Source: an optimization exercise on an open RTL-to-GDS flow (aim: small area and few clock cycles per item). Production flows keep margins and buffers that such runs may drop.
No run shown here included a check of the RTL's function; only the layout flow was run.

==> flow/design.v, too long to show whole: its modules and the start of the top module <==
// module cmplx_round_sat: 19 lines
// module complex_mult_stream: 3363 lines
// module cm_fa: 10 lines
// module cm_ha: 9 lines
module complex_mult_stream
#(
  parameter int DIN_W  = cmplx_pkg::DIN_W_DEF,
  parameter int DOUT_W = cmplx_pkg::DOUT_W_DEF,
  parameter int SHIFT  = cmplx_pkg::SHIFT_DEF,
  parameter int TAG_W  = cmplx_pkg::TAG_W_DEF
) (
  input  logic                     i_clk,
  input  logic                     i_rst,
  input  logic                     i_valid,
  output logic                     o_ready,
  input  logic signed [DIN_W-1:0]  i_real_h,
  input  logic signed [DIN_W-1:0]  i_imag_h,
  input  logic signed [DIN_W-1:0]  i_real_y,
  input  logic signed [DIN_W-1:0]  i_imag_y,
  input  logic                     i_conj,
  input  logic [TAG_W-1:0]         i_tag,
  output logic                     o_valid,
  input  logic                     i_ready,
  output logic signed [DOUT_W-1:0] o_real,
  output logic signed [DOUT_W-1:0] o_imag,
  output logic [TAG_W-1:0]         o_tag,
  output logic                     o_ovf
);
  // ...
==> flow/flow/run.sh <==
#!/bin/bash
# The standard layout (standard.sh), except that the port buffers that
# buffer_ports inserts are buf_1 cells rather than the resizer's default pick.
set -o pipefail
export BUFFER_PORTS_ARGS="-buffer_cell sky130_fd_sc_hd__buf_1"
bash standard.sh > standard.log 2>&1
==> flow/standard.sh <==
#!/bin/bash
# synth_recipe.tcl (not shown) runs the flow's synth.tcl, then flattens the netlist and writes it again
# the make line also repeats each setting of config.mk as NAME=value (left out here)
make -C /OpenROAD-flow-scripts/flow DESIGN_CONFIG=/design/flow/config.mk WORK_HOME=/design/flow/orfs CLKGATE_MAP_FILE= SYNTH_SCRIPT=/design/flow/synth_recipe.tcl "${@:-finish}"
==> flow/config.mk <==
export PLATFORM = sky130hd
export DESIGN_NAME = complex_mult_stream
export DESIGN_NICKNAME = complex_mult_stream
export VERILOG_FILES = /design/flow/design.v
export SDC_FILE = /design/flow/constraint.sdc
export NUM_CORES = 4
export LEC_CHECK = 0
export ABC_AREA = 1
export CAP_MARGIN = 20
export CORE_MARGIN = 2
export CORE_UTILIZATION = 60
export PLACE_DENSITY = 0.75
export SLEW_MARGIN = 20
export SYNTH_HIERARCHICAL = 1
==> flow/constraint.sdc <==
create_clock -name core_clock -period 7.5 [get_ports {i_clk}]
set_input_delay 1.5000 -clock core_clock [delete_from_list [all_inputs] [get_ports {i_clk}]]
set_output_delay 1.5000 -clock core_clock [all_outputs]
set_load 0.01 [all_outputs]
==> impl_metrics.toml, run 1 <==
[outcome]
status = "no timing/DRC/antenna violations"

[global_routing]
grt_util_all_layers = 0.432

[floorplanning]
io_pins = 120
start_util = 0.609
die_h_um = 202

[layout]
n_clock_buffer = 5
nets = 3326
largest_cell_class = "multi-input combinational cells"
mostFrequentLayoutCells = "xor2_1 (535), o22ai_1 (470), fa_1 (452), buf_4 (284), nand2_1 (182)"

[place]
dpl_worst_slack_ns = -0.427
dp.cells = 3175
placed_cell_area_sq_um = 26600

[sta]
fmax_mhz = 137
fin_ws_ns = 0.178
tns_ns = 0

[yosys]
synthAdderAreaFrac = 0.459
synth_top_area_frac = 0.399
synthSimpleGateAreaFrac = 0.0498
synthTopCellsByCount = "xor2_1 (536), o22ai_1 (478), fa_1 (470)"

[setup_path]
critPathSlowestCell = "fa_1"
end_kind = "flop"
worstPathMaxFanout = 8
reg2regPathDepth = 1
r2r_end = "q_im[0]"
worst-path-stages = 24

[clocking]
clockBufferDepth = 2
clkSinkCount = 45

[worst_hold_path]
min_from = "o_valid"
==> inputs of run 2 (changes only) <==
--- a/flow/design.v
+++ b/flow/design.v
@@ -80,17 +80,17 @@
   output logic signed [DOUT_W-1:0] o_imag,
   output logic [TAG_W-1:0]         o_tag,
   output logic                     o_ovf
 );
   logic        en;
   logic [15:0] a, b, c, d, dx, dn;
   logic [16:0] sab, sr, st;
   logic [32:0] re_a, re_b, im_a, im_b, re_x, im_x;
-  logic [17:0] q_re, q_im;
+  logic [15:0] rs_re, rs_im;
   logic        ovf_re, ovf_im;
   assign a = i_real_h;
   assign b = i_imag_h;
   assign c = i_real_y;
   assign d = i_imag_y;
   logic dco1;
   logic dct2;
   logic dcn3;
@@ -2922,218 +2922,310 @@
   logic arg1691;
   logic arp1692;
   logic arg1693;
   logic arp1694;
   logic arg1695;
   logic arp1696;
   logic arg1697;
   logic arg1698;
-  logic arp1699;
-  logic arg1700;
-  logic arp1701;
-  logic arg1702;
-  logic arp1703;
-  logic arg1704;
-  logic arp1705;
-  logic arg1706;
-  logic arp1707;
-  logic arg1708;
-  logic arp1709;
-  logic arg1710;
-  logic arp1711;
-  logic arg1712;
+  logic arg1699;
+  logic arp1700;
+  logic arg1701;
+  logic arp1702;
+  logic arg1703;
+  logic arp1704;
+  logic arg1705;
+  logic arp1706;
+  logic arg1707;
+  logic arp1708;
+  logic arg1709;
+  logic arp1710;
+  logic arg1711;
+  logic arp1712;
   logic arg1713;
   logic arp1714;
   logic arg1715;
   logic arp1716;
   logic arg1717;
   logic arp1718;
   logic arg1719;
-  logic arg1720;
-  logic arp1721;
-  logic arg1722;
+  logic arp1720;
+  logic arg1721;
+  logic arp1722;
   logic arg1723;
-  logic arg1724;
+  logic arp1724;
   logic arg1725;
-  logic arg1726;
+  logic arp1726;
   logic arg1727;
   logic arg1728;
   logic arg1729;
   logic arg1730;
   logic arg1731;
-  logic arg1732;
+  logic arp1732;
   logic arg1733;
-  logic arg1734;
+  logic arp1734;
   logic arg1735;
-  logic arg1736;
+  logic arp1736;
   logic arg1737;
-  logic arg1738;
+  logic arp1738;
   logic arg1739;
-  logic arg1740;
+  logic arp1740;
   logic arg1741;
-  logic arg1742;
+  logic arp1742;
   logic arg1743;
-  logic arg1744;
+  logic arp1744;
   logic arg1745;
-  logic arg1746;
+  logic arp1746;
   logic arg1747;
-  logic arg1748;
-  logic arx1749;
-  logic arx1750;
-  logic arx1751;
-  logic arx1752;
-  logic arx1753;
-  logic arx1754;
-  logic arx1755;
-  logic arx1756;
-  logic arx1757;
-  logic arx1758;
-  logic arx1759;
-  logic arx1760;
-  logic arx1761;
-  logic arx1762;
-  logic arx1763;
-  logic arx1764;
-  logic arx1765;
-  logic arx1766;
-  logic aipp1767;
-  logic aipp1768;
-  logic aipp1769;
-  logic aipp1770;
-  logic aipp1771;
-  logic aipp1772;
-  logic aipp1773;
-  logic aipp1774;
-  logic aipp1775;
-  logic aipp1776;
-  logic aipp1777;
-  logic aipp1778;
-  logic aipp1779;
-  logic aipp1780;
-  logic aipp1781;
-  logic aipp1782;
-  logic aipp1783;
-  logic aipp1784;
-  logic aipp1785;
-  logic aipp1786;
-  logic aipp1787;
-  logic aipp1788;
-  logic aipp1789;
-  logic aipp1790;
-  logic aipp1791;
-  logic aipp1792;
-  logic aipp1793;
-  logic aipp1794;
-  logic aipp1795;
-  logic aipp1796;
-  logic aipp1797;
-  logic aipp1798;
-  logic aipp1799;
-  logic aig1800;
-  logic aig1801;
-  logic aip1802;
-  logic aig1803;
-  logic aip1804;
-  logic aig1805;
-  logic aip1806;
-  logic aig1807;
-  logic aip1808;
-  logic aig1809;
-  logic aip1810;
-  logic aig1811;
-  logic aip1812;
-  logic aig1813;
-  logic aip1814;
-  logic aig1815;
-  logic aip1816;
-  logic aig1817;
-  logic aip1818;
-  logic aig1819;
-  logic aip1820;
-  logic aig1821;
-  logic aip1822;
-  logic aig1823;
-  logic aip1824;
-  logic aig1825;
-  logic aip1826;
-  logic aig1827;
-  logic aip1828;
-  logic aig1829;
-  logic aip1830;
-  logic aig1831;
-  logic aig1832;
-  logic aip1833;
-  logic aig1834;
-  logic aip1835;
-  logic aig1836;
-  logic aip1837;
-  logic aig1838;
-  logic aip1839;
-  logic aig1840;
-  logic aip1841;
-  logic aig1842;
-  logic aip1843;
-  logic aig1844;
-  logic aip1845;
+  logic arp1748;
+  logic arg1749;
+  logic arp1750;
+  logic arg1751;
+  logic arp1752;
+  logic arg1753;
+  logic arp1754;
+  logic arg1755;
+  logic arg1756;
+  logic arg1757;
+  logic arg1758;
+  logic arg1759;
+  logic arg1760;
+  logic arg1761;
+  logic arg1762;
+  logic arg1763;
+  logic arp1764;
+  logic arg1765;
+  logic arp1766;
+  logic arg1767;
+  logic arp1768;
+  logic arg1769;
+  logic arp1770;
+  logic arg1771;
+  logic arp1772;
+  logic arg1773;
+  logic arp1774;
+  logic arg1775;
+  logic arp1776;
+  logic arg1777;
+  logic arp1778;
+  logic arg1779;
+  logic arg1780;
+  logic arg1781;
+  logic arg1782;
+  logic arg1783;
+  logic arg1784;
+  logic arg1785;
+  logic arg1786;
+  logic arg1787;
+  logic arg1788;
+  logic arg1789;
+  logic arg1790;
+  logic arg1791;
+  logic arg1792;
+  logic arg1793;
+  logic arg1794;
+  logic arx1795;
+  logic arx1796;
+  logic arx1797;
+  logic arx1798;
+  logic arx1799;
+  logic arx1800;
+  logic arx1801;
+  logic arx1802;
+  logic arx1803;
+  logic arx1804;
+  logic arx1805;
+  logic arx1806;
+  logic arx1807;
+  logic arx1808;
+  logic arx1809;
+  logic arx1810;
+  logic arx1811;
+  logic arx1812;
+  logic aipp1813;
+  logic aipp1814;
+  logic aipp1815;
+  logic aipp1816;
+  logic aipp1817;
+  logic aipp1818;
+  logic aipp1819;
+  logic aipp1820;
+  logic aipp1821;
+  logic aipp1822;
+  logic aipp1823;
+  logic aipp1824;
+  logic aipp1825;
+  logic aipp1826;
+  logic aipp1827;
+  logic aipp1828;
+  logic aipp1829;
+  logic aipp1830;
+  logic aipp1831;
+  logic aipp1832;
+  logic aipp1833;
+  logic aipp1834;
+  logic aipp1835;
+  logic aipp1836;
+  logic aipp1837;
+  logic aipp1838;
+  logic aipp1839;
+  logic aipp1840;
+  logic aipp1841;
+  logic aipp1842;
+  logic aipp1843;
+  logic aipp1844;
+  logic aipp1845;
   logic aig1846;
   logic aig1847;
   logic aip1848;
   logic aig1849;
   logic aip1850;
   logic aig1851;
   logic aip1852;
   logic aig1853;
-  logic aig1854;
-  logic aip1855;
-  logic aig1856;
+  logic aip1854;
+  logic aig1855;
+  logic aip1856;
   logic aig1857;
-  logic aig1858;
+  logic aip1858;
   logic aig1859;
-  logic aig1860;
+  logic aip1860;
   logic aig1861;
-  logic aig1862;
+  logic aip1862;
   logic aig1863;
-  logic aig1864;
+  logic aip1864;
   logic aig1865;
-  logic aig1866;
+  logic aip1866;
   logic aig1867;
-  logic aig1868;
+  logic aip1868;
   logic aig1869;
-  logic aig1870;
+  logic aip1870;
   logic aig1871;
-  logic aig1872;
+  logic aip1872;
   logic aig1873;
-  logic aig1874;
+  logic aip1874;
   logic aig1875;
-  logic aig1876;
+  logic aip1876;
   logic aig1877;
   logic aig1878;
   logic aig1879;
-  logic aig1880;
+  logic aip1880;
   logic aig1881;
-  logic aig1882;
-  logic aix1883;
-  logic aix1884;
-  logic aix1885;
-  logic aix1886;
-  logic aix1887;
-  logic aix1888;
-  logic aix1889;
-  logic aix1890;
-  logic aix1891;
-  logic aix1892;
-  logic aix1893;
-  logic aix1894;
-  logic aix1895;
-  logic aix1896;
-  logic aix1897;
-  logic aix1898;
-  logic aix1899;
-  logic aix1900;
+  logic aip1882;
+  logic aig1883;
+  logic aip1884;
+  logic aig1885;
+  logic aip1886;
+  logic aig1887;
+  logic aip1888;
+  logic aig1889;
+  logic aip1890;
+  logic aig1891;
+  logic aip1892;
+  logic aig1893;
+  logic aip1894;
+  logic aig1895;
+  logic aip1896;
+  logic aig1897;
+  logic aip1898;
+  logic aig1899;
+  logic aip1900;
+  logic aig1901;
+  logic aip1902;
+  logic aig1903;
+  logic aip1904;
+  logic aig1905;
+  logic aip1906;
+  logic aig1907;
+  logic aig1908;
+  logic aig1909;
+  logic aig1910;
+  logic aig1911;
+  logic aip1912;
+  logic aig1913;
+  logic aip1914;
+  logic aig1915;
+  logic aip1916;
+  logic aig1917;
+  logic aip1918;
+  logic aig1919;
+  logic aip1920;
+  logic aig1921;
+  logic aip1922;
+  logic aig1923;
+  logic aip1924;
+  logic aig1925;
+  logic aip1926;
+  logic aig1927;
+  logic aip1928;
+  logic aig1929;
+  logic aip1930;
+  logic aig1931;
+  logic aip1932;
+  logic aig1933;
+  logic aip1934;
+  logic aig1935;
+  logic aig1936;
+  logic aig1937;
+  logic aig1938;
+  logic aig1939;
+  logic aig1940;
+  logic aig1941;
+  logic aig1942;
+  logic aig1943;
+  logic aip1944;
+  logic aig1945;
+  logic aip1946;
+  logic aig1947;
+  logic aip1948;
+  logic aig1949;
+  logic aip1950;
+  logic aig1951;
+  logic aip1952;
+  logic aig1953;
+  logic aip1954;
+  logic aig1955;
+  logic aip1956;
+  logic aig1957;
+  logic aip1958;
+  logic aig1959;
+  logic aig1960;
+  logic aig1961;
+  logic aig1962;
+  logic aig1963;
+  logic aig1964;
+  logic aig1965;
+  logic aig1966;
+  logic aig1967;
+  logic aig1968;
+  logic aig1969;
+  logic aig1970;
+  logic aig1971;
+  logic aig1972;
+  logic aig1973;
+  logic aig1974;
+  logic aix1975;
+  logic aix1976;
+  logic aix1977;
+  logic aix1978;
+  logic aix1979;
+  logic aix1980;
+  logic aix1981;
+  logic aix1982;
+  logic aix1983;
+  logic aix1984;
+  logic aix1985;
+  logic aix1986;
+  logic aix1987;
+  logic aix1988;
+  logic aix1989;
+  logic aix1990;
+  logic aix1991;
+  logic aix1992;
   assign arpp1633 = s1059 ^ s999;
   assign arpp1634 = s1061 ^ c1060;
   assign arpp1635 = s1063 ^ c1062;
   assign arpp1636 = s1065 ^ c1064;
   assign arpp1637 = s1067 ^ c1066;
   assign arpp1638 = s1069 ^ c1068;
   assign arpp1639 = s1071 ^ c1070;
   assign arpp1640 = s1073 ^ c1072;
@@ -3188,242 +3280,334 @@
   assign arg1689 = (s1109 & c1108) | (arpp1658 & (s1107 & c1106));
   assign arp1690 = arpp1658 & arpp1657;
   assign arg1691 = (s1113 & c1112) | (arpp1660 & (s1111 & c1110));
   assign arp1692 = arpp1660 & arpp1659;
   assign arg1693 = (s1117 & c1116) | (arpp1662 & (s1115 & c1114));
   assign arp1694 = arpp1662 & arpp1661;
   assign arg1695 = (c1058 & c1120) | (arpp1664 & (s1119 & c1118));
   assign arp1696 = arpp1664 & arpp1663;
-  assign arg1697 = arg1667 | (arp1668 & arg1666);
-  assign arg1698 = arg1671 | (arp1672 & arg1669);
-  assign arp1699 = arp1672 & arp1670;
-  assign arg1700 = arg1675 | (arp1676 & arg1673);
-  assign arp1701 = arp1676 & arp1674;
-  assign arg1702 = arg1679 | (arp1680 & arg1677);
-  assign arp1703 = arp1680 & arp1678;
-  assign arg1704 = arg1683 | (arp1684 & arg1681);
-  assign arp1705 = arp1684 & arp1682;
-  assign arg1706 = arg1687 | (arp1688 & arg1685);
-  assign arp1707 = arp1688 & arp1686;
-  assign arg1708 = arg1691 | (arp1692 & arg1689);
-  assign arp1709 = arp1692 & arp1690;
-  assign arg1710 = arg1695 | (arp1696 & arg1693);
-  assign arp1711 = arp1696 & arp1694;
-  assign arg1712 = arg1698 | (arp1699 & arg1697);
-  assign arg1713 = arg1702 | (arp1703 & arg1700);
-  assign arp1714 = arp1703 & arp1701;
-  assign arg1715 = arg1706 | (arp1707 & arg1704);
-  assign arp1716 = arp1707 & arp1705;
-  assign arg1717 = arg1710 | (arp1711 & arg1708);
-  assign arp1718 = arp1711 & arp1709;
-  assign arg1719 = arg1713 | (arp1714 & arg1712);
-  assign arg1720 = arg1717 | (arp1718 & arg1715);
-  assign arp1721 = arp1718 & arp1716;
-  assign arg1722 = arg1720 | (arp1721 & arg1719);
-  assign arg1723 = arg1715 | (arp1716 & arg1719);
-  assign arg1724 = arg1700 | (arp1701 & arg1712);
-  assign arg1725 = arg1704 | (arp1705 & arg1719);
-  assign arg1726 = arg1708 | (arp1709 & arg1723);
-  assign arg1727 = arg1669 | (arp1670 & arg1697);
-  assign arg1728 = arg1673 | (arp1674 & arg1712);
-  assign arg1729 = arg1677 | (arp1678 & arg1724);
-  assign arg1730 = arg1681 | (arp1682 & arg1719);
-  assign arg1731 = arg1685 | (arp1686 & arg1725);
-  assign arg1732 = arg1689 | (arp1690 & arg1723);
-  assign arg1733 = arg1693 | (arp1694 & arg1726);
-  assign arg1734 = (s1063 & c1062) | (arpp1635 & arg1666);
-  assign arg1735 = (s1067 & c1066) | (arpp1637 & arg1697);
-  assign arg1736 = (s1071 & c1070) | (arpp1639 & arg1727);
-  assign arg1737 = (s1075 & c1074) | (arpp1641 & arg1712);
-  assign arg1738 = (s1079 & c1078) | (arpp1643 & arg1728);
-  assign arg1739 = (s1083 & c1082) | (arpp1645 & arg1724);
-  assign arg1740 = (s1087 & c1086) | (arpp1647 & arg1729);
-  assign arg1741 = (s1091 & c1090) | (arpp1649 & arg1719);
-  assign arg1742 = (s1095 & c1094) | (arpp1651 & arg1730);
-  assign arg1743 = (s1099 & c1098) | (arpp1653 & arg1725);
-  assign arg1744 = (s1103 & c1102) | (arpp1655 & arg1731);
-  assign arg1745 = (s1107 & c1106) | (arpp1657 & arg1723);
-  assign arg1746 = (s1111 & c1110) | (arpp1659 & arg1732);
-  assign arg1747 = (s1115 & c1114) | (arpp1661 & arg1726);
-  assign arg1748 = (s1119 & c1118) | (arpp1663 & arg1733);
-  assign arx1749 = arpp1648 ^ arg1740;
-  assign arx1750 = arpp1649 ^ arg1719;
-  assign arx1751 = arpp1650 ^ arg1741;
-  assign arx1752 = arpp1651 ^ arg1730;
-  assign arx1753 = arpp1652 ^ arg1742;
-  assign arx1754 = arpp1653 ^ arg1725;
-  assign arx1755 = arpp1654 ^ arg1743;
-  assign arx1756 = arpp1655 ^ arg1731;
-  assign arx1757 = arpp1656 ^ arg1744;
-  assign arx1758 = arpp1657 ^ arg1723;
-  assign arx1759 = arpp1658 ^ arg1745;
-  assign arx1760 = arpp1659 ^ arg1732;
-  assign arx1761 = arpp1660 ^ arg1746;
-  assign arx1762 = arpp1661 ^ arg1726;
-  assign arx1763 = arpp1662 ^ arg1747;
-  assign arx1764 = arpp1663 ^ arg1733;
-  assign arx1765 = arpp1664 ^ arg1748;
-  assign arx1766 = arpp1665 ^ arg1722;
-  assign aipp1767 = s1571 ^ s1511;
-  assign aipp1768 = s1573 ^ c1572;
-  assign aipp1769 = s1575 ^ c1574;
-  assign aipp1770 = s1577 ^ c1576;
-  assign aipp1771 = s1579 ^ c1578;
-  assign aipp1772 = s1581 ^ c1580;
-  assign aipp1773 = s1583 ^ c1582;
-  assign aipp1774 = s1585 ^ c1584;
-  assign aipp1775 = s1587 ^ c1586;
-  assign aipp1776 = s1589 ^ c1588;
-  assign aipp1777 = s1591 ^ c1590;
-  assign aipp1778 = s1593 ^ c1592;
-  assign aipp1779 = s1595 ^ c1594;
-  assign aipp1780 = s1597 ^ c1596;
-  assign aipp1781 = s1599 ^ c1598;
-  assign aipp1782 = s1601 ^ c1600;
-  assign aipp1783 = s1603 ^ c1602;
-  assign aipp1784 = s1605 ^ c1604;
-  assign aipp1785 = s1607 ^ c1606;
-  assign aipp1786 = s1609 ^ c1608;
-  assign aipp1787 = s1611 ^ c1610;
-  assign aipp1788 = s1613 ^ c1612;
-  assign aipp1789 = s1615 ^ c1614;
-  assign aipp1790 = s1617 ^ c1616;
-  assign aipp1791 = s1619 ^ c1618;
-  assign aipp1792 = s1621 ^ c1620;
-  assign aipp1793 = s1623 ^ c1622;
-  assign aipp1794 = s1625 ^ c1624;
-  assign aipp1795 = s1627 ^ c1626;
-  assign aipp1796 = s1629 ^ c1628;
-  assign aipp1797 = s1631 ^ c1630;
-  assign aipp1798 = c1570 ^ c1632;
-  assign aipp1799 = 1'b1 ^ 1'b0;
-  assign aig1800 = (s1573 & c1572) | (aipp1768 & (s1571 & s1511));
-  assign aig1801 = (s1577 & c1576) | (aipp1770 & (s1575 & c1574));
-  assign aip1802 = aipp1770 & aipp1769;
-  assign aig1803 = (s1581 & c1580) | (aipp1772 & (s1579 & c1578));
-  assign aip1804 = aipp1772 & aipp1771;
-  assign aig1805 = (s1585 & c1584) | (aipp1774 & (s1583 & c1582));
-  assign aip1806 = aipp1774 & aipp1773;
-  assign aig1807 = (s1589 & c1588) | (aipp1776 & (s1587 & c1586));
-  assign aip1808 = aipp1776 & aipp1775;
-  assign aig1809 = (s1593 & c1592) | (aipp1778 & (s1591 & c1590));
-  assign aip1810 = aipp1778 & aipp1777;
-  assign aig1811 = (s1597 & c1596) | (aipp1780 & (s1595 & c1594));
-  assign aip1812 = aipp1780 & aipp1779;
-  assign aig1813 = (s1601 & c1600) | (aipp1782 & (s1599 & c1598));
-  assign aip1814 = aipp1782 & aipp1781;
-  assign aig1815 = (s1605 & c1604) | (aipp1784 & (s1603 & c1602));
-  assign aip1816 = aipp1784 & aipp1783;
-  assign aig1817 = (s1609 & c1608) | (aipp1786 & (s1607 & c1606));
-  assign aip1818 = aipp1786 & aipp1785;
-  assign aig1819 = (s1613 & c1612) | (aipp1788 & (s1611 & c1610));
-  assign aip1820 = aipp1788 & aipp1787;
-  assign aig1821 = (s1617 & c1616) | (aipp1790 & (s1615 & c1614));
-  assign aip1822 = aipp1790 & aipp1789;
-  assign aig1823 = (s1621 & c1620) | (aipp1792 & (s1619 & c1618));
-  assign aip1824 = aipp1792 & aipp1791;
-  assign aig1825 = (s1625 & c1624) | (aipp1794 & (s1623 & c1622));
-  assign aip1826 = aipp1794 & aipp1793;
-  assign aig1827 = (s1629 & c1628) | (aipp1796 & (s1627 & c1626));
-  assign aip1828 = aipp1796 & aipp1795;
-  assign aig1829 = (c1570 & c1632) | (aipp1798 & (s1631 & c1630));
-  assign aip1830 = aipp1798 & aipp1797;
-  assign aig1831 = aig1801 | (aip1802 & aig1800);
-  assign aig1832 = aig1805 | (aip1806 & aig1803);
-  assign aip1833 = aip1806 & aip1804;
-  assign aig1834 = aig1809 | (aip1810 & aig1807);
-  assign aip1835 = aip1810 & aip1808;
-  assign aig1836 = aig1813 | (aip1814 & aig1811);
-  assign aip1837 = aip1814 & aip1812;
-  assign aig1838 = aig1817 | (aip1818 & aig1815);
-  assign aip1839 = aip1818 & aip1816;
-  assign aig1840 = aig1821 | (aip1822 & aig1819);
-  assign aip1841 = aip1822 & aip1820;
-  assign aig1842 = aig1825 | (aip1826 & aig1823);
-  assign aip1843 = aip1826 & aip1824;
-  assign aig1844 = aig1829 | (aip1830 & aig1827);
-  assign aip1845 = aip1830 & aip1828;
-  assign aig1846 = aig1832 | (aip1833 & aig1831);
-  assign aig1847 = aig1836 | (aip1837 & aig1834);
-  assign aip1848 = aip1837 & aip1835;
-  assign aig1849 = aig1840 | (aip1841 & aig1838);
-  assign aip1850 = aip1841 & aip1839;
-  assign aig1851 = aig1844 | (aip1845 & aig1842);
-  assign aip1852 = aip1845 & aip1843;
-  assign aig1853 = aig1847 | (aip1848 & aig1846);
-  assign aig1854 = aig1851 | (aip1852 & aig1849);
-  assign aip1855 = aip1852 & aip1850;
-  assign aig1856 = aig1854 | (aip1855 & aig1853);
-  assign aig1857 = aig1849 | (aip1850 & aig1853);
-  assign aig1858 = aig1834 | (aip1835 & aig1846);
-  assign aig1859 = aig1838 | (aip1839 & aig1853);
-  assign aig1860 = aig1842 | (aip1843 & aig1857);
-  assign aig1861 = aig1803 | (aip1804 & aig1831);
-  assign aig1862 = aig1807 | (aip1808 & aig1846);
-  assign aig1863 = aig1811 | (aip1812 & aig1858);
-  assign aig1864 = aig1815 | (aip1816 & aig1853);
-  assign aig1865 = aig1819 | (aip1820 & aig1859);
-  assign aig1866 = aig1823 | (aip1824 & aig1857);
-  assign aig1867 = aig1827 | (aip1828 & aig1860);
-  assign aig1868 = (s1575 & c1574) | (aipp1769 & aig1800);
-  assign aig1869 = (s1579 & c1578) | (aipp1771 & aig1831);
-  assign aig1870 = (s1583 & c1582) | (aipp1773 & aig1861);
-  assign aig1871 = (s1587 & c1586) | (aipp1775 & aig1846);
-  assign aig1872 = (s1591 & c1590) | (aipp1777 & aig1862);
-  assign aig1873 = (s1595 & c1594) | (aipp1779 & aig1858);
-  assign aig1874 = (s1599 & c1598) | (aipp1781 & aig1863);
-  assign aig1875 = (s1603 & c1602) | (aipp1783 & aig1853);
-  assign aig1876 = (s1607 & c1606) | (aipp1785 & aig1864);
-  assign aig1877 = (s1611 & c1610) | (aipp1787 & aig1859);
-  assign aig1878 = (s1615 & c1614) | (aipp1789 & aig1865);
-  assign aig1879 = (s1619 & c1618) | (aipp1791 & aig1857);
-  assign aig1880 = (s1623 & c1622) | (aipp1793 & aig1866);
-  assign aig1881 = (s1627 & c1626) | (aipp1795 & aig1860);
-  assign aig1882 = (s1631 & c1630) | (aipp1797 & aig1867);
-  assign aix1883 = aipp1782 ^ aig1874;
-  assign aix1884 = aipp1783 ^ aig1853;
-  assign aix1885 = aipp1784 ^ aig1875;
-  assign aix1886 = aipp1785 ^ aig1864;
-  assign aix1887 = aipp1786 ^ aig1876;
-  assign aix1888 = aipp1787 ^ aig1859;
-  assign aix1889 = aipp1788 ^ aig1877;
-  assign aix1890 = aipp1789 ^ aig1865;
-  assign aix1891 = aipp1790 ^ aig1878;
-  assign aix1892 = aipp1791 ^ aig1857;
-  assign aix1893 = aipp1792 ^ aig1879;
-  assign aix1894 = aipp1793 ^ aig1866;
-  assign aix1895 = aipp1794 ^ aig1880;
-  assign aix1896 = aipp1795 ^ aig1860;
-  assign aix1897 = aipp1796 ^ aig1881;
-  assign aix1898 = aipp1797 ^ aig1867;
-  assign aix1899 = aipp1798 ^ aig1882;
-  assign aix1900 = aipp1799 ^ aig1856;
-  assign re_x[32:15] = {arx1766, arx1765, arx1764, arx1763, arx1762, arx1761, arx1760, arx1759, arx1758, arx1757, arx1756, arx1755, arx1754, arx1753, arx1752, arx1751, arx1750, arx1749};
-  assign im_x[32:15] = {aix1900, aix1899, aix1898, aix1897, aix1896, aix1895, aix1894, aix1893, aix1892, aix1891, aix1890, aix1889, aix1888, aix1887, aix1886, aix1885, aix1884, aix1883};
+  assign arg1697 = (s1063 & c1062) | (arpp1635 & arg1666);
+  assign arg1698 = arg1667 | (arp1668 & arg1666);
+  assign arg1699 = (s1071 & c1070) | (arpp1639 & arg1669);
+  assign arp1700 = arpp1639 & arp1670;
+  assign arg1701 = arg1671 | (arp1672 & arg1669);
+  assign arp1702 = arp1672 & arp1670;
+  assign arg1703 = (s1079 & c1078) | (arpp1643 & arg1673);
+  assign arp1704 = arpp1643 & arp1674;
+  assign arg1705 = arg1675 | (arp1676 & arg1673);
+  assign arp1706 = arp1676 & arp1674;
+  assign arg1707 = (s1087 & c1086) | (arpp1647 & arg1677);
+  assign arp1708 = arpp1647 & arp1678;
+  assign arg1709 = arg1679 | (arp1680 & arg1677);
+  assign arp1710 = arp1680 & arp1678;
+  assign arg1711 = (s1095 & c1094) | (arpp1651 & arg1681);
+  assign arp1712 = arpp1651 & arp1682;
+  assign arg1713 = arg1683 | (arp1684 & arg1681);
+  assign arp1714 = arp1684 & arp1682;
+  assign arg1715 = (s1103 & c1102) | (arpp1655 & arg1685);
+  assign arp1716 = arpp1655 & arp1686;
+  assign arg1717 = arg1687 | (arp1688 & arg1685);
+  assign arp1718 = arp1688 & arp1686;
+  assign arg1719 = (s1111 & c1110) | (arpp1659 & arg1689);
+  assign arp1720 = arpp1659 & arp1690;
+  assign arg1721 = arg1691 | (arp1692 & arg1689);
+  assign arp1722 = arp1692 & arp1690;
+  assign arg1723 = (s1119 & c1118) | (arpp1663 & arg1693);
+  assign arp1724 = arpp1663 & arp1694;
+  assign arg1725 = arg1695 | (arp1696 & arg1693);
+  assign arp1726 = arp1696 & arp1694;
+  assign arg1727 = (s1067 & c1066) | (arpp1637 & arg1698);
+  assign arg1728 = arg1669 | (arp1670 & arg1698);
+  assign arg1729 = arg1699 | (arp1700 & arg1698);
+  assign arg1730 = arg1701 | (arp1702 & arg1698);
+  assign arg1731 = (s1083 & c1082) | (arpp1645 & arg1705);
+  assign arp1732 = arpp1645 & arp1706;
+  assign arg1733 = arg1677 | (arp1678 & arg1705);
+  assign arp1734 = arp1678 & arp1706;
+  assign arg1735 = arg1707 | (arp1708 & arg1705);
+  assign arp1736 = arp1708 & arp1706;
+  assign arg1737 = arg1709 | (arp1710 & arg1705);
+  assign arp1738 = arp1710 & arp1706;
+  assign arg1739 = (s1099 & c1098) | (arpp1653 & arg1713);
+  assign arp1740 = arpp1653 & arp1714;
+  assign arg1741 = arg1685 | (arp1686 & arg1713);
+  assign arp1742 = arp1686 & arp1714;
+  assign arg1743 = arg1715 | (arp1716 & arg1713);
+  assign arp1744 = arp1716 & arp1714;
+  assign arg1745 = arg1717 | (arp1718 & arg1713);
+  assign arp1746 = arp1718 & arp1714;
+  assign arg1747 = (s1115 & c1114) | (arpp1661 & arg1721);
+  assign arp1748 = arpp1661 & arp1722;
+  assign arg1749 = arg1693 | (arp1694 & arg1721);
+  assign arp1750 = arp1694 & arp1722;
+  assign arg1751 = arg1723 | (arp1724 & arg1721);
+  assign arp1752 = arp1724 & arp1722;
+  assign arg1753 = arg1725 | (arp1726 & arg1721);
+  assign arp1754 = arp1726 & arp1722;
+  assign arg1755 = (s1075 & c1074) | (arpp1641 & arg1730);
+  assign arg1756 = arg1673 | (arp1674 & arg1730);
+  assign arg1757 = arg1703 | (arp1704 & arg1730);
+  assign arg1758 = arg1705 | (arp1706 & arg1730);
+  assign arg1759 = arg1731 | (arp1732 & arg1730);
+  assign arg1760 = arg1733 | (arp1734 & arg1730);
+  assign arg1761 = arg1735 | (arp1736 & arg1730);
+  assign arg1762 = arg1737 | (arp1738 & arg1730);
+  assign arg1763 = (s1107 & c1106) | (arpp1657 & arg1745);
+  assign arp1764 = arpp1657 & arp1746;
+  assign arg1765 = arg1689 | (arp1690 & arg1745);
+  assign arp1766 = arp1690 & arp1746;
+  assign arg1767 = arg1719 | (arp1720 & arg1745);
+  assign arp1768 = arp1720 & arp1746;
+  assign arg1769 = arg1721 | (arp1722 & arg1745);
+  assign arp1770 = arp1722 & arp1746;
+  assign arg1771 = arg1747 | (arp1748 & arg1745);
+  assign arp1772 = arp1748 & arp1746;
+  assign arg1773 = arg1749 | (arp1750 & arg1745);
+  assign arp1774 = arp1750 & arp1746;
+  assign arg1775 = arg1751 | (arp1752 & arg1745);
+  assign arp1776 = arp1752 & arp1746;
+  assign arg1777 = arg1753 | (arp1754 & arg1745);
+  assign arp1778 = arp1754 & arp1746;
+  assign arg1779 = (s1091 & c1090) | (arpp1649 & arg1762);
+  assign arg1780 = arg1681 | (arp1682 & arg1762);
+  assign arg1781 = arg1711 | (arp1712 & arg1762);
+  assign arg1782 = arg1713 | (arp1714 & arg1762);
+  assign arg1783 = arg1739 | (arp1740 & arg1762);
+  assign arg1784 = arg1741 | (arp1742 & arg1762);
+  assign arg1785 = arg1743 | (arp1744 & arg1762);
+  assign arg1786 = arg1745 | (arp1746 & arg1762);
+  assign arg1787 = arg1763 | (arp1764 & arg1762);
+  assign arg1788 = arg1765 | (arp1766 & arg1762);
+  assign arg1789 = arg1767 | (arp1768 & arg1762);
+  assign arg1790 = arg1769 | (arp1770 & arg1762);
+  assign arg1791 = arg1771 | (arp1772 & arg1762);
+  assign arg1792 = arg1773 | (arp1774 & arg1762);
+  assign arg1793 = arg1775 | (arp1776 & arg1762);
+  assign arg1794 = arg1777 | (arp1778 & arg1762);
+  assign arx1795 = arpp1648 ^ arg1761;
+  assign arx1796 = arpp1649 ^ arg1762;
+  assign arx1797 = arpp1650 ^ arg1779;
+  assign arx1798 = arpp1651 ^ arg1780;
+  assign arx1799 = arpp1652 ^ arg1781;
+  assign arx1800 = arpp1653 ^ arg1782;
+  assign arx1801 = arpp1654 ^ arg1783;
+  assign arx1802 = arpp1655 ^ arg1784;
+  assign arx1803 = arpp1656 ^ arg1785;
+  assign arx1804 = arpp1657 ^ arg1786;
+  assign arx1805 = arpp1658 ^ arg1787;
+  assign arx1806 = arpp1659 ^ arg1788;
+  assign arx1807 = arpp1660 ^ arg1789;
+  assign arx1808 = arpp1661 ^ arg1790;
+  assign arx1809 = arpp1662 ^ arg1791;
+  assign arx1810 = arpp1663 ^ arg1792;
+  assign arx1811 = arpp1664 ^ arg1793;
+  assign arx1812 = arpp1665 ^ arg1794;
+  assign aipp1813 = s1571 ^ s1511;
+  assign aipp1814 = s1573 ^ c1572;
+  assign aipp1815 = s1575 ^ c1574;
+  assign aipp1816 = s1577 ^ c1576;
+  assign aipp1817 = s1579 ^ c1578;
+  assign aipp1818 = s1581 ^ c1580;
+  assign aipp1819 = s1583 ^ c1582;
+  assign aipp1820 = s1585 ^ c1584;
+  assign aipp1821 = s1587 ^ c1586;
+  assign aipp1822 = s1589 ^ c1588;
+  assign aipp1823 = s1591 ^ c1590;
+  assign aipp1824 = s1593 ^ c1592;
+  assign aipp1825 = s1595 ^ c1594;
+  assign aipp1826 = s1597 ^ c1596;
+  assign aipp1827 = s1599 ^ c1598;
+  assign aipp1828 = s1601 ^ c1600;
+  assign aipp1829 = s1603 ^ c1602;
+  assign aipp1830 = s1605 ^ c1604;
+  assign aipp1831 = s1607 ^ c1606;
+  assign aipp1832 = s1609 ^ c1608;
+  assign aipp1833 = s1611 ^ c1610;
+  assign aipp1834 = s1613 ^ c1612;
+  assign aipp1835 = s1615 ^ c1614;
+  assign aipp1836 = s1617 ^ c1616;
+  assign aipp1837 = s1619 ^ c1618;
+  assign aipp1838 = s1621 ^ c1620;
+  assign aipp1839 = s1623 ^ c1622;
+  assign aipp1840 = s1625 ^ c1624;
+  assign aipp1841 = s1627 ^ c1626;
+  assign aipp1842 = s1629 ^ c1628;
+  assign aipp1843 = s1631 ^ c1630;
+  assign aipp1844 = c1570 ^ c1632;
+  assign aipp1845 = 1'b1 ^ 1'b0;
+  assign aig1846 = (s1573 & c1572) | (aipp1814 & (s1571 & s1511));
+  assign aig1847 = (s1577 & c1576) | (aipp1816 & (s1575 & c1574));
+  assign aip1848 = aipp1816 & aipp1815;
+  assign aig1849 = (s1581 & c1580) | (aipp1818 & (s1579 & c1578));
+  assign aip1850 = aipp1818 & aipp1817;
+  assign aig1851 = (s1585 & c1584) | (aipp1820 & (s1583 & c1582));
+  assign aip1852 = aipp1820 & aipp1819;
+  assign aig1853 = (s1589 & c1588) | (aipp1822 & (s1587 & c1586));
+  assign aip1854 = aipp1822 & aipp1821;
+  assign aig1855 = (s1593 & c1592) | (aipp1824 & (s1591 & c1590));
+  assign aip1856 = aipp1824 & aipp1823;
+  assign aig1857 = (s1597 & c1596) | (aipp1826 & (s1595 & c1594));
+  assign aip1858 = aipp1826 & aipp1825;
+  assign aig1859 = (s1601 & c1600) | (aipp1828 & (s1599 & c1598));
+  assign aip1860 = aipp1828 & aipp1827;
+  assign aig1861 = (s1605 & c1604) | (aipp1830 & (s1603 & c1602));
+  assign aip1862 = aipp1830 & aipp1829;
+  assign aig1863 = (s1609 & c1608) | (aipp1832 & (s1607 & c1606));
+  assign aip1864 = aipp1832 & aipp1831;
+  assign aig1865 = (s1613 & c1612) | (aipp1834 & (s1611 & c1610));
+  assign aip1866 = aipp1834 & aipp1833;
+  assign aig1867 = (s1617 & c1616) | (aipp1836 & (s1615 & c1614));
+  assign aip1868 = aipp1836 & aipp1835;
+  assign aig1869 = (s1621 & c1620) | (aipp1838 & (s1619 & c1618));
+  assign aip1870 = aipp1838 & aipp1837;
+  assign aig1871 = (s1625 & c1624) | (aipp1840 & (s1623 & c1622));
+  assign aip1872 = aipp1840 & aipp1839;
+  assign aig1873 = (s1629 & c1628) | (aipp1842 & (s1627 & c1626));
+  assign aip1874 = aipp1842 & aipp1841;
+  assign aig1875 = (c1570 & c1632) | (aipp1844 & (s1631 & c1630));
+  assign aip1876 = aipp1844 & aipp1843;
+  assign aig1877 = (s1575 & c1574) | (aipp1815 & aig1846);
+  assign aig1878 = aig1847 | (aip1848 & aig1846);
+  assign aig1879 = (s1583 & c1582) | (aipp1819 & aig1849);
+  assign aip1880 = aipp1819 & aip1850;
+  assign aig1881 = aig1851 | (aip1852 & aig1849);
+  assign aip1882 = aip1852 & aip1850;
+  assign aig1883 = (s1591 & c1590) | (aipp1823 & aig1853);
+  assign aip1884 = aipp1823 & aip1854;
+  assign aig1885 = aig1855 | (aip1856 & aig1853);
+  assign aip1886 = aip1856 & aip1854;
+  assign aig1887 = (s1599 & c1598) | (aipp1827 & aig1857);
+  assign aip1888 = aipp1827 & aip1858;
+  assign aig1889 = aig1859 | (aip1860 & aig1857);
+  assign aip1890 = aip1860 & aip1858;
+  assign aig1891 = (s1607 & c1606) | (aipp1831 & aig1861);
+  assign aip1892 = aipp1831 & aip1862;
+  assign aig1893 = aig1863 | (aip1864 & aig1861);
+  assign aip1894 = aip1864 & aip1862;
+  assign aig1895 = (s1615 & c1614) | (aipp1835 & aig1865);
+  assign aip1896 = aipp1835 & aip1866;
+  assign aig1897 = aig1867 | (aip1868 & aig1865);
+  assign aip1898 = aip1868 & aip1866;
+  assign aig1899 = (s1623 & c1622) | (aipp1839 & aig1869);
+  assign aip1900 = aipp1839 & aip1870;
+  assign aig1901 = aig1871 | (aip1872 & aig1869);
+  assign aip1902 = aip1872 & aip1870;
+  assign aig1903 = (s1631 & c1630) | (aipp1843 & aig1873);
+  assign aip1904 = aipp1843 & aip1874;
+  assign aig1905 = aig1875 | (aip1876 & aig1873);
+  assign aip1906 = aip1876 & aip1874;
+  assign aig1907 = (s1579 & c1578) | (aipp1817 & aig1878);
+  assign aig1908 = aig1849 | (aip1850 & aig1878);
+  assign aig1909 = aig1879 | (aip1880 & aig1878);
+  assign aig1910 = aig1881 | (aip1882 & aig1878);
+  assign aig1911 = (s1595 & c1594) | (aipp1825 & aig1885);
+  assign aip1912 = aipp1825 & aip1886;
+  assign aig1913 = aig1857 | (aip1858 & aig1885);
+  assign aip1914 = aip1858 & aip1886;
+  assign aig1915 = aig1887 | (aip1888 & aig1885);
+  assign aip1916 = aip1888 & aip1886;
+  assign aig1917 = aig1889 | (aip1890 & aig1885);
+  assign aip1918 = aip1890 & aip1886;
+  assign aig1919 = (s1611 & c1610) | (aipp1833 & aig1893);
+  assign aip1920 = aipp1833 & aip1894;
+  assign aig1921 = aig1865 | (aip1866 & aig1893);
+  assign aip1922 = aip1866 & aip1894;
+  assign aig1923 = aig1895 | (aip1896 & aig1893);
+  assign aip1924 = aip1896 & aip1894;
+  assign aig1925 = aig1897 | (aip1898 & aig1893);
+  assign aip1926 = aip1898 & aip1894;
+  assign aig1927 = (s1627 & c1626) | (aipp1841 & aig1901);
+  assign aip1928 = aipp1841 & aip1902;
+  assign aig1929 = aig1873 | (aip1874 & aig1901);
+  assign aip1930 = aip1874 & aip1902;
+  assign aig1931 = aig1903 | (aip1904 & aig1901);
+  assign aip1932 = aip1904 & aip1902;
+  assign aig1933 = aig1905 | (aip1906 & aig1901);
+  assign aip1934 = aip1906 & aip1902;
+  assign aig1935 = (s1587 & c1586) | (aipp1821 & aig1910);
+  assign aig1936 = aig1853 | (aip1854 & aig1910);
+  assign aig1937 = aig1883 | (aip1884 & aig1910);
+  assign aig1938 = aig1885 | (aip1886 & aig1910);
+  assign aig1939 = aig1911 | (aip1912 & aig1910);
+  assign aig1940 = aig1913 | (aip1914 & aig1910);
+  assign aig1941 = aig1915 | (aip1916 & aig1910);
+  assign aig1942 = aig1917 | (aip1918 & aig1910);
+  assign aig1943 = (s1619 & c1618) | (aipp1837 & aig1925);
+  assign aip1944 = aipp1837 & aip1926;
+  assign aig1945 = aig1869 | (aip1870 & aig1925);
+  assign aip1946 = aip1870 & aip1926;
+  assign aig1947 = aig1899 | (aip1900 & aig1925);
+  assign aip1948 = aip1900 & aip1926;
+  assign aig1949 = aig1901 | (aip1902 & aig1925);
+  assign aip1950 = aip1902 & aip1926;
+  assign aig1951 = aig1927 | (aip1928 & aig1925);
+  assign aip1952 = aip1928 & aip1926;
+  assign aig1953 = aig1929 | (aip1930 & aig1925);
+  assign aip1954 = aip1930 & aip1926;
+  assign aig1955 = aig1931 | (aip1932 & aig1925);
+  assign aip1956 = aip1932 & aip1926;
+  assign aig1957 = aig1933 | (aip1934 & aig1925);
+  assign aip1958 = aip1934 & aip1926;
+  assign aig1959 = (s1603 & c1602) | (aipp1829 & aig1942);
+  assign aig1960 = aig1861 | (aip1862 & aig1942);
+  assign aig1961 = aig1891 | (aip1892 & aig1942);
+  assign aig1962 = aig1893 | (aip1894 & aig1942);
+  assign aig1963 = aig1919 | (aip1920 & aig1942);
+  assign aig1964 = aig1921 | (aip1922 & aig1942);
+  assign aig1965 = aig1923 | (aip1924 & aig1942);
+  assign aig1966 = aig1925 | (aip1926 & aig1942);
+  assign aig1967 = aig1943 | (aip1944 & aig1942);
+  assign aig1968 = aig1945 | (aip1946 & aig1942);
+  assign aig1969 = aig1947 | (aip1948 & aig1942);
+  assign aig1970 = aig1949 | (aip1950 & aig1942);
+  assign aig1971 = aig1951 | (aip1952 & aig1942);
+  assign aig1972 = aig1953 | (aip1954 & aig1942);
+  assign aig1973 = aig1955 | (aip1956 & aig1942);
+  assign aig1974 = aig1957 | (aip1958 & aig1942);
+  assign aix1975 = aipp1828 ^ aig1941;
+  assign aix1976 = aipp1829 ^ aig1942;
+  assign aix1977 = aipp1830 ^ aig1959;
+  assign aix1978 = aipp1831 ^ aig1960;
+  assign aix1979 = aipp1832 ^ aig1961;
+  assign aix1980 = aipp1833 ^ aig1962;
+  assign aix1981 = aipp1834 ^ aig1963;
+  assign aix1982 = aipp1835 ^ aig1964;
+  assign aix1983 = aipp1836 ^ aig1965;
+  assign aix1984 = aipp1837 ^ aig1966;
+  assign aix1985 = aipp1838 ^ aig1967;
+  assign aix1986 = aipp1839 ^ aig1968;
+  assign aix1987 = aipp1840 ^ aig1969;
+  assign aix1988 = aipp1841 ^ aig1970;
+  assign aix1989 = aipp1842 ^ aig1971;
+  assign aix1990 = aipp1843 ^ aig1972;
+  assign aix1991 = aipp1844 ^ aig1973;
+  assign aix1992 = aipp1845 ^ aig1974;
+  assign re_x[32:15] = {arx1812, arx1811, arx1810, arx1809, arx1808, arx1807, arx1806, arx1805, arx1804, arx1803, arx1802, arx1801, arx1800, arx1799, arx1798, arx1797, arx1796, arx1795};
+  assign im_x[32:15] = {aix1992, aix1991, aix1990, aix1989, aix1988, aix1987, aix1986, aix1985, aix1984, aix1983, aix1982, aix1981, aix1980, aix1979, aix1978, aix1977, aix1976, aix1975};
+  assign ovf_re = (re_x[32] != re_x[31]) | (re_x[31] != re_x[30]);
+  assign ovf_im = (im_x[32] != im_x[31]) | (im_x[31] != im_x[30]);
+  assign rs_re  = ovf_re ? {re_x[32], {15{~re_x[32]}}} : re_x[30:15];
+  assign rs_im  = ovf_im ? {im_x[32], {15{~im_x[32]}}} : im_x[30:15];
   assign en      = ~o_valid | i_ready;
   assign o_ready = en;
   always_ff @(posedge i_clk) begin
     if (i_rst)
       o_valid <= 1'b0;
     else if (en)
       o_valid <= i_valid;
   end
   always_ff @(posedge i_clk) begin
     if (en) begin
-      q_re  <= re_x[32:15];
-      q_im  <= im_x[32:15];
-      o_tag <= i_tag;
+      o_real <= rs_re;
+      o_imag <= rs_im;
+      o_tag  <= i_tag;
+      o_ovf  <= ovf_re | ovf_im;
     end
   end
-  assign ovf_re = (q_re[17] != q_re[16]) | (q_re[16] != q_re[15]);
-  assign ovf_im = (q_im[17] != q_im[16]) | (q_im[16] != q_im[15]);
-  assign o_real = ovf_re ? {q_re[17], {15{~q_re[17]}}} : q_re[15:0];
-  assign o_imag = ovf_im ? {q_im[17], {15{~q_im[17]}}} : q_im[15:0];
-  assign o_ovf  = ovf_re | ovf_im;
 endmodule
 module cm_fa (
   input  logic x,
   input  logic y,
   input  logic z,
   output logic s,
   output logic co
 );
==> flow/run.sh (new file) <==
#!/bin/bash
# synth_recipe.tcl (not shown) runs the flow's synth.tcl, then flattens the netlist and writes it again
# the make line also repeats each setting of config.mk as NAME=value (left out here)
make -C /OpenROAD-flow-scripts/flow DESIGN_CONFIG=/design/flow/config.mk WORK_HOME=/design/flow/orfs CLKGATE_MAP_FILE= SYNTH_SCRIPT=/design/flow/synth_recipe.tcl finish
==> flow/config.mk (replaced) <==
export PLATFORM = sky130hd
export DESIGN_NAME = complex_mult_stream
export DESIGN_NICKNAME = complex_mult_stream
export VERILOG_FILES = /design/flow/design.v
export SDC_FILE = /design/flow/constraint.sdc
export NUM_CORES = 4
export LEC_CHECK = 0
export ABC_AREA = 1
export CAP_MARGIN = 20
export CORE_MARGIN = 2
export CORE_UTILIZATION = 45
export GPL_TIMING_DRIVEN = 0
export PLACE_DENSITY = 0.65
export SETUP_SLACK_MARGIN = 0.15
export SLEW_MARGIN = 20
export SYNTH_HIERARCHICAL = 1
removed: flow/flow/run.sh
removed: flow/standard.sh
==> impl_metrics.toml, run 2 <==
[clocking]
clkSinkCount = 42
worstSkewPairLatency_ns = 0.30
cts_root_buffer = "clkbuf_16"
clockBufferDepth = 2
cts_buffers = 5
tritoncts = "yes"
htree_levels = 2
path_clk_slew_ns = 0.06
hold_buffers = 0

[layout]
nFillCells = 4650
mostFrequentLayoutCell = "xor2_1"
drive_gt1_frac = 0.269
synthToLayoutAreaGrowth_pct = 27.5
multi_input_area_sq_um = 23200
nets = 3539
final_area_sq_um = 30800
mostFrequentLayoutCells = "xor2_1 (460), fa_1 (407), o22ai_1 (391), nand2_1 (214), buf_4 (113)"
top_regs = "o_imag (16), o_real (16), o_tag (8)"
seq_area_sq_um = 1250

[setup_path]
critical_path_class = "in2reg"
worstPathMaxFanout = 10
critPathSlowestCell = "fa_2"
end_kind = "flop"
start_kind = "primary input"
cpPeakStageDelay_ns = 0.59
arrival_ns = 7.40
crit_required_ns = 7.56
reg2regPathDepth = 2

[floorplanning]
dieArea_sq_um = 55600
start_util = 0.457
die_w_um = 236
num_rows = 84
die_h_um = 236
core_sq_um = 52900
io_pins = 120

[yosys]
yosysMostFrequentCell = "xor2_1"
synth_area_sq_um = 24200
yosys_warnings = 7
synthTopCellsByCount = "xor2_1 (498), fa_1 (456), o22ai_1 (456)"
syn_nets = 3321
ys_ff_latch = 42
synth_area_per_cell_sq_um = 9.04
synth-edff-count = 41
synth_top_area_frac = 0.378
synthCells = 2674
yosysTopAreaCell = "fa_1"
ys_async_sr_fraction = 0
ys_types = 47
synthFlopType = "edfxtp_1"
yosysSeqAreaShare = 0.0517
synth.area.top_cells = "fa_1 (38%), xor2_1 (18%), o22ai_1 (12%), ha_1 (5.9%), edfxtp_1 (5.1%)"

[routing]
vias = 23309
ant_nets = 0
drt_first_iter_violations = 2878
drtPass1Iterations = 7
post_drt_wl_per_cell_um = 33.2
routed_wl_um = 119000
vias_per_cell = 6.51
drc_errors = 0

[place]
port_buffers = 113
dpl_worst_slack_ns = -1.94
place_congestion = 1.04
place_hpwl_um = 94700
placed_cell_area_sq_um = 26200

[sta]
slew_viol_final = 0
rsz0062_at_grt = "true"
fin_worst_skew_ns = 0.00944
setup-violations-final = 0
fin_ws_ns = 0.153
post-route-period-util = 0.980
tns_ns = 0
finalHoldViolCount = 0
worst_slew_pin_slew_ns = 0.941
fmax_mhz = 136
fin_crit_ns = 7.35
slew_headroom = 0.373

[run]
drv_cap = 0

[global_routing]
overflow = 0
grt_pass1_vias = 23784
grt_max_degree = 25
antenna_found_initial = 2
grt_pass1_wl_um = 167000
grt_util_all_layers = 0.419

[worst_hold_path]
hold_depth = 2
hold_class = "reg2reg"

[outcome]
status = "no timing/DRC/antenna violations"
[run 2: changes by cell type after synthesis, sizes merged, moves of 24 or more]
cell and delta:
clkbuf +82, buf -80, nand3 +78, xor2 -38, a21oi +53, nor2 +24
nand2 +104
[run 2: repair_timing]
action | 4_1_cts | 5_1_grt
gates resized for setup | 731 | 473
buffers inserted | 39 | 52
pin swaps | 77 | 140
cloned | 2 | 4
setup endpoints to repair | 33 | 31
[run 2: cell type report]
class | count | area share
multi-input cells | 2217 | 0.754
flip-flops and latches | 42 | 0.0406
inverters | 166 | 0.0237
diodes | 1 | 0.0000812
repair buffers | 211 | 0.0669
clock inverters | 3 | 0.000528
clock buffers | 5 | 0.00406
plain buffers | 249 | 0.0825
well taps | 688 | 0.0279
[run 2: Yosys stat by module (local to each module, per instance)]
module | cells inside | flops+latches | area (sq um)
complex_mult_stream | 2180 | 42 | 14600
cm_ha | 1 | 0 | 12.5
cm_fa | 1 | 0 | 20.0
[run 2: kinds of logic after synthesis]
logic type,count (synthesis),share of synthesized area
adder cells (fa/ha/maj),570,0.437
AO/OA/AOI/OAI,632,0.161
flip-flops,42,0.0517
buffers and inverters,415,0.0707
XOR/XNOR,515,0.189
AND/OR/NAND/NOR,500,0.0910
[run 2: worst max-delay path, delay by kind of cell]
family | cells | cell delay, ns
compound gates | 3 | 0.54
xor+xnor | 1 | 0.19
simple gates | 9 | 0.71
buf+inv | 6 | 1.19
fa+ha+maj | 7 | 3.25
[run 2: layer usage]
metal  vias up  GRT usage  wire [um]
li1       9484          -          -
met1     11789      0.558      45800
met2      1661      0.629      51900
met3       371      0.117      14300
met4         4      0.202       6900
met5         -    0.00606         57
[run 2: final timing paths]
| path | slack (ns) | end | from |
|---|---|---|---|
| max | 0.15 | o_imag[10] | i_imag_h[10] |
| min | 0.90 | o_valid | o_valid |
| max reg2reg | 6.23 | o_imag[1] | o_valid |
| min reg2reg | 0.90 | o_valid | o_valid |
[run 2: per-stage QoR]
step	cells	hold WS, ns	utilization
global route	3581	0.948	0.583
floorplan	2674	1.46	-
global placement	3475	1.71	0.495
CTS	3525	0.907	0.545
detailed placement	3476	0.894	0.496
finish	3582	0.905	0.583

-- separate check: timing with driven ports --
The results above use ideal ports. As a check the final layouts listed here were re-extracted and re-timed, cells and wires unchanged. Step 1 assumes that a clkbuf_16 drives the clock port and a buf_2 every other input. Step 2 moves the port delays by t, midway between the first and last clock arrival at a register: inputs arrive t later, outputs are due t later. That takes back most of the time a late clock gives input paths. Slacks: ideal ports / drivers / drivers and shift; pairs: ideal ports / drivers.
run | shift t [ns] | setup WS [ns] | clock arrival spread, ns
run 1 | 0.371 | 0.178 / 0.197 / -0.174 | 0.009 / 0.008
run 2 | 0.338 | 0.153 / 0.168 / -0.170 | 0.010 / 0.009
Met with ideal ports but missed after step 2: setup timing in run 1 and run 2. The setup slack of run 1, which loses most, moves by +0.019 ns with the drivers and by -0.352 ns with both steps.
